From an optimization exercise on the open Yosys and OpenROAD flow, aimed at small area, a short achievable clock period and few clock cycles per item; shortcuts taken in it are not production practice. In this exercise RTL edits were held to simulation tests only and were not proved equivalent to the original. No activity file was given, so power comes from the tool's default toggle rates.

Setup of run A:
Design pn_eval, start of the top module:
module pn_eval #(
  parameter int DATA_W = 3,
  parameter int OUT_W = 64,
  parameter int MAX_LEN = 20
) (
  input  logic              clk,
  input  logic              rst,
  input  logic              in_valid,
  input  logic [DATA_W-1:0] in,
  input  logic              operator,
  input  logic              mode,
  output logic              out_valid,
  output logic [OUT_W-1:0]  out,
  output logic              err
);
  localparam int VD = 9;    
  localparam int PD = 9;    
  localparam int BD = 8;    
  localparam int DW = 30;
  function automatic integer vw(input integer j);
    case (j)
      0: vw = 30;   
      1: vw = 24;
      2: vw = 21;
      3: vw = 18;
      4: vw = 16;
      5: vw = 13;
      6: vw = 10;
      7: vw = 7;
      default: vw = 4;
    endcase
  endfunction
  logic active_q, ended_q, ov_q, err_q, errA_q, errF_q, mode_q;
  logic [4:0] lvl_q, bud_q;
  logic [2:0] wp_q, rp_q;        
  logic [BD-1:0][3:0] buf_q;
  logic first, a_err, fe, a_md, up;
  logic [4:0] a_lvl, a_bud, n_lvl;
  logic [5:0] n_bud;
  assign first = in_valid & ~active_q;
  always_comb begin
    a_md = first ? mode : mode_q;
    a_lvl = first ? (a_md ? 5'd0 : 5'd1) : lvl_q;
    a_bud = first ? (a_md ? 5'd21 : 5'd19) : bud_q;
    a_err = first ? 1'b0 : errA_q;
    up = a_md ^ operator;
    n_lvl = up ? a_lvl + 5'd1 : a_lvl - 5'd1;
    n_bud = up ? {1'b0, a_bud} - 6'd2 : {1'b0, a_bud};
    if (operator && in[1:0] == pn_eval_pkg::OP_RSV) a_err = 1'b1;
    if (a_md ? operator && a_lvl < 5'd2 : a_lvl == 5'd0) a_err = 1'b1;
    if (n_bud[5]) a_err = 1'b1;
    fe = errA_q | (mode_q ? lvl_q != 5'd1 : lvl_q != 5'd0);
  end
  logic ctv_q, ct_op_q;
  logic [2:0] ct_v_q;
  logic [DW-1:0] r_q;
  logic rv_q;
  logic [VD-1:0][DW-1:0] v_q;    
  logic [PD-1:0] pv_q, pl_q;    
  logic [PD-1:0][1:0] po_q;
  logic pend_q, mb_q;
  logic [16:0] q_q;
  logic xt_q, xr_q, mt_q, wt_q, zs_q, zc_q;
  logic [5:0] bd_q;
  logic [DW-1:0] t, x, m, z, res;
  logic [5:0] bd_d;
  logic [DW-1:0] r_d;
  logic rv_d;
  ...
export LEC_CHECK = 0
export CAP_MARGIN = 20
export CORE_MARGIN = 2
export CORE_UTILIZATION = 60
export SETUP_SLACK_MARGIN = 1.0
export SLEW_MARGIN = 20
create_clock -name core_clock -period 16.0 [get_ports {clk}]
standard.sh (not shown) runs the stock make flow with config.mk's settings and CLKGATE_MAP_FILE= SYNTH_SCRIPT=/design/flow/synth_recipe.tcl, a recipe that flattens the netlist after the stock synthesis.
==> flow/flow/run.sh <==
#!/bin/bash
# The standard ORFS layout (standard.sh: the standard synthesis, floorplan, power grid, CTS
# and routing), with two changes in how it is made: the port buffers are buf_2 cells (the default
# choice is a slow delay buffer), and repair_timing keeps a larger setup margin than the 16 ns
# clock needs, so that it sizes and buffers the design for speed. Each step's full log stays in
# orfs/logs; make's output is in standard_flow.log.
set -euo pipefail
bash standard.sh "BUFFER_PORTS_ARGS=-buffer_cell sky130_fd_sc_hd__buf_2" SETUP_SLACK_MARGIN=11.25 finish > standard_flow.log 2>&1
Testbench counts of run A, summed over its fixed seeds: cycles 4,812, items 384.
Setup changes, run A to run B
- a change of CORE_UTILIZATION from 60 to 66
- an added GPL_ROUTABILITY_DRIVEN of 0
--- a/flow/flow/run.sh
+++ b/flow/flow/run.sh
@@ -6,3 +6,3 @@
 # orfs/logs; make's output is in standard_flow.log.
 set -euo pipefail
-bash standard.sh "BUFFER_PORTS_ARGS=-buffer_cell sky130_fd_sc_hd__buf_2" SETUP_SLACK_MARGIN=11.25 finish > standard_flow.log 2>&1
+bash standard.sh "BUFFER_PORTS_ARGS=-buffer_cell sky130_fd_sc_hd__buf_2" SETUP_SLACK_MARGIN=11.4 finish > standard_flow.log 2>&1
Results
Having completed the whole flow, run B delivered a layout that passed the timing, design-rule and antenna checks. Layout filler cell count was higher in the run labelled run A. Higher detail-routed net length per standard cell goes to run B over run A. Compared with run A, run B shows via count of the first global-routing pass that has gone down slightly. Run B vs. run A: total power has increased; worst-skew pair later-pin latency grew by 0.05 ns; non-clock buffer count shows an increase of 24%.
> inputs changed (run B -> run C)
- swapping 66 for 60 in CORE_UTILIZATION
- clearing GPL_ROUTABILITY_DRIVEN, which used to be 0
Results
- ~same routed wire length in run B and run C
- Slew at the pin closest to its max-slew limit, run B and run C: higher on run B
- Register share of the cell area in run C is 0.18 points above run B.
- Taking run B as the reference, in run C core area moved up, number of detailed-routing iterations run before antenna repair moved down.
- Comparing run B and run C, share of the core filled with cells in the final layout is higher on run B.
- Run C vs. run B: share of power burned in combinational logic down 2.1 points; die outline area climbed 9.8%; clock share of power higher; number of placed instances, taps included shows an increase of about 2%; flip-flop and latch count did not really move.
- Beginning of the critical path: r_q[9] -> run B, r_q[3] -> run C
--- input diff run C..run D ---
- an added GPL_ROUTABILITY_DRIVEN of 0
- an added PLACE_DENSITY_LB_ADDON of 0.2
Findings:
Run D: all stages complete, timing, DRC and antenna checks passed. For run D, the uppermost layer routed was met4, unlike run C, where it was met5. Summary of run D over run C: worst ir drop on vdd lower, first-pass GRT wire length lower. Of run D and run C, it is run D that has the lower global-route usage. Detailed-route via count was lower in run C than in run D. Compared to run C, run D shows a wider setup margin. Routed wire in run D totals less than in run C. Compared with run C, run D degrades total power.

## port drivers added, routing unchanged
How much do the figures lean on ideal ports? The routed layouts below were timed once more, with nothing changed but the port constraints.
Step 1 assumes that a clkbuf_16 drives the clock port and a buf_2 every other input.
Step 2, shift: input delay + t, output delay - t, t = (earliest + latest rising clock arrival at the registers) / 2. This alone moves slack from input paths to output paths.
Slacks: no drivers / after step 1 / after step 2; pairs: no drivers / after step 1.
run	t (ns)	setup WS [ns]	latest minus earliest clock arrival (ns)	worst slew at a driven data input, ns
run A	0.585	11.323 / 11.270 / 10.791	0.024 / 0.024	0.05
run B	0.633	11.419 / 11.365 / 10.802	0.017 / 0.017	0.09
run C	0.570	11.393 / 11.338 / 10.848	0.025 / 0.025	0.08
run D	0.627	11.404 / 11.350 / 10.853	0.017 / 0.017	0.07
After both steps every run listed still meets setup and hold. For run B, which loses most, drivers alone change the setup slack by -0.054 ns; drivers and shift together by -0.617 ns.
